This is an optimization exercise on Yosys and OpenROAD, whose aim is small area, a short achievable clock period and few clock cycles per item, not a production implementation. At most, simulation tests tie the RTL to the original design; equivalence was not proved. Power figures rest on the tool's default switching activity, not on a simulated workload.

== run A ==
==> flow/design.v (excerpt) <==
module conv_core
(
	input  logic      clk,
	input  logic      rst,
	input  logic      csr_wr,
	input  logic      csr_rd,
	input  conv_pkg::csr_addr_t csr_addr,
	input  conv_pkg::csr_data_t csr_wdata,
	output logic      csr_rd_vld,
	output conv_pkg::csr_data_t csr_rdata,
	input  logic      dat_vld,
	input  conv_pkg::dat_vec_t  dat,
	input  conv_pkg::dat_vec_t  wt,
	input  logic      last,
	input  conv_pkg::dat_t      res,
	output logic      out_vld,
	output conv_pkg::dat_t      out_dat
);
Size: about 220 I/O pins, roughly 0.025 mm2 of cells after synthesis.
==> flow/config.mk <==
export PLATFORM = sky130hd
export DESIGN_NAME = conv_core
export DESIGN_NICKNAME = conv_core
export VERILOG_FILES = /design/flow/design.v
export SDC_FILE = /design/flow/constraint.sdc
export NUM_CORES = 4
export LEC_CHECK = 0
export CAP_MARGIN = 20
export CORE_MARGIN = 2
export CORE_UTILIZATION = 70
export SLEW_MARGIN = 20
export SYNTH_HIERARCHICAL = 1
==> flow/constraint.sdc <==
create_clock -name core_clock -period 11.0 [get_ports {clk}]
set_input_delay 2.2000 -clock core_clock [delete_from_list [all_inputs] [get_ports {clk}]]
set_output_delay 2.2000 -clock core_clock [all_outputs]
set_load 0.01 [all_outputs]
standard.sh (not shown) runs the stock make flow with config.mk's settings and CLKGATE_MAP_FILE= SYNTH_SCRIPT=/design/flow/synth_recipe.tcl, a recipe that flattens the netlist after the stock synthesis.
==> flow/flow/run.sh <==
#!/bin/bash
# The standard layout with three changes to how it is made: small port
# buffers in place of the default delay cells, clock-tree synthesis with
# larger sink clusters and no dummy loads, and timing repair that aims for
# 7.8 ns of setup slack on the 11 ns clock.
set -euo pipefail
bash standard.sh \
	"BUFFER_PORTS_ARGS=-buffer_cell sky130_fd_sc_hd__buf_1" \
	"CTS_ARGS=-sink_clustering_enable -repair_clock_nets -dont_use_dummy_load -sink_clustering_size 30 -sink_clustering_max_diameter 100" \
	SETUP_SLACK_MARGIN=7.8 \
	finish > standard.log 2>&1
In summary, run A completed successfully, with a layout that passed the timing, design-rule and antenna checks.
Testbench counts of run A, summed over its fixed seeds: cycles 16,701, beats 16,661.
### run A -> run B
- an added TNS_END_PERCENT of 40
- a change of CORE_UTILIZATION from 70 to 40
[summary]
Relative to run A, sequential share of layout area decreased by 0.57 points in run B.
[compare] base=run A new=run B: count of mapped cells out of synthesis saw little to no change; number of instances resized during post-cts repair saw a decrease; worst setup margin saw a decrease.
~same total leakage power in run A and run B
Launching instance or port of the critical path = u_csr.rd_id[0]: run B; launching instance or port of the critical path = u_mac.acc_b[0]: run A
In run B, the detail-routed via count per cell came out about 15% below the value in run A.
Sort run A and run B by clock buffer count asc -> top: run A
Re combinational power share: run B is 1.9 points down on run A.
The following lists how run C was set up differently from run B:
- TNS_END_PERCENT: 40 -> unset
==> flow/flow/run.sh <==
#!/bin/bash
# The standard layout with three changes to how it is made: small port
# buffers in place of the default delay cells, clock-tree synthesis with
# larger sink clusters and no dummy loads, and timing repair that aims for
# 8.0 ns of setup slack on the 11 ns clock.
set -euo pipefail
bash standard.sh \
	"BUFFER_PORTS_ARGS=-buffer_cell sky130_fd_sc_hd__buf_1" \
	"CTS_ARGS=-sink_clustering_enable -repair_clock_nets -dont_use_dummy_load -sink_clustering_size 30 -sink_clustering_max_diameter 100" \
	SETUP_SLACK_MARGIN=8.0 \
	finish > standard.log 2>&1
- First-pass GRT wire length (run C over run B): increase, 0.95%
- Summary: with run B as the reference, routability congestion estimate in run C moved down slightly.
- Run B and run C ended up with roughly the same total cell area at the placement stage.
- Worst path setup slack after routing in run C is 0.023 ns higher than in run B
- When run C is measured against run B, its combinational share of power turns out 0.7 points higher.
- Total number of H-tree levels came out exactly the same in run B and run C.
- Delta (run C minus run B): routed wire length increased by 1.6% relative to the old numbers, utilization picked up an extra 1.9 points, combinational group power climbed about 4%, cell count now larger, power picked up an extra about 2.7%.
#### Input delta (run D over run C)
- TNS_END_PERCENT now 10, previously not set
==> flow/flow/run.sh <==
#!/bin/bash
# The standard layout with three changes to how it is made: small port
# buffers in place of the default delay cells, clock-tree synthesis with
# larger sink clusters and no dummy loads, and timing repair that aims for
# 7.8 ns of setup slack on the 11 ns clock.
set -euo pipefail
bash standard.sh \
	"BUFFER_PORTS_ARGS=-buffer_cell sky130_fd_sc_hd__buf_1" \
	"CTS_ARGS=-sink_clustering_enable -repair_clock_nets -dont_use_dummy_load -sink_clustering_size 24 -sink_clustering_max_diameter 80" \
	SETUP_SLACK_MARGIN=7.8 \
	finish > standard.log 2>&1
- Delta (run D minus run C): largest clock skew in the final design essentially unchanged; combinational cell fraction of total power saw a decrease.
- Summary — wire length on met1, run D relative to run C: higher, by 0.31%.
- Compared with run C, in run D clock transition at the register clock pins on the worst setup and hold paths after CTS went down; worst slew slack as a fraction of its limit went up; met1 usage in global routing went up.
- Clock group share of total power ended up 1.3 points higher on run D than on run C.
- Going from run C to run D, storage element area fell by 4.5%; share of the core filled with cells fell by 2.0 points; final wirelength fell by 1.6%.

Setup of v6:
Another version of the RTL of conv_core (not shown whole).
Size: roughly 360 flip-flops.
clock: 11.0 ns
lec_check: 0
cap_margin: 20
core_margin: 2
core_utilization: 40
slew_margin: 20
synth_hierarchical: 1
==> flow/flow/run.sh <==
#!/bin/bash
# The standard layout, with small port buffers in place of the default delay cells.
set -euo pipefail
bash standard.sh "BUFFER_PORTS_ARGS=-buffer_cell sky130_fd_sc_hd__buf_1" SETUP_SLACK_MARGIN=7.8 finish > standard.log 2>&1
For v7, these inputs were changed with respect to v6:
==> flow/flow/run.sh <==
#!/bin/bash
# The standard layout, with small port buffers in place of the default delay cells.
set -euo pipefail
bash standard.sh "BUFFER_PORTS_ARGS=-buffer_cell sky130_fd_sc_hd__buf_1" finish > standard.log 2>&1
Notes after the runs:
- Looking at number of buffers inserted to repair setup after CTS, v7 sits 5 lower than v6 does.
- Maximum ir drop on the vdd rail is lower on v7
- Re post-cts gate resize count: v7 is 78 down on v6.
- A last element of the critical path of csr_rdata[6] is what v6 shows, while u_requant.q_win[4] belongs to v7.
- In v7 the switching power of the nets turned out 2.2% lower than in v6.
- | number of clock-tree buffers in the layout | v7 vs v6 | 1 lower |
Function was not checked in any run of this note: the RTL went through the layout flow alone.

-- static timing again, ports no longer ideal --
The results above use ideal ports. As a check the final layouts listed here were re-extracted and re-timed, cells and wires unchanged. Step 1 assumes that a clkbuf_16 drives the clock port and a buf_2 every other input. Step 2 adds t to the input delays and takes it off the output delays; t is the mean of the earliest and latest rising clock arrival at the registers after step 1. Input paths then give back, and output paths get back, about the clock's delay inside the block. Three values: ideal ports, drivers, drivers and shift; two values: the first two.
run	shift t [ns]	setup slack, ns	worst setup path after step 2	cell pins on the clock port's net
run A	0.568	7.745 / 7.694 / 7.621	input to register	1
run B	0.609	7.742 / 7.682 / 7.786	register to register	1
run C	0.607	7.765 / 7.703 / 7.801	register to register	1
run D	0.625	7.720 / 7.660 / 7.761	register to register	1
v6	0.627	7.620 / 7.559 / 7.704	register to register	1
v7	0.620	7.343 / 7.343 / 7.343	register to register	1
After both steps setup and hold are still met in every run listed. The setup slack of run A, which loses most, moves by -0.051 ns with the drivers and by -0.124 ns with both steps.
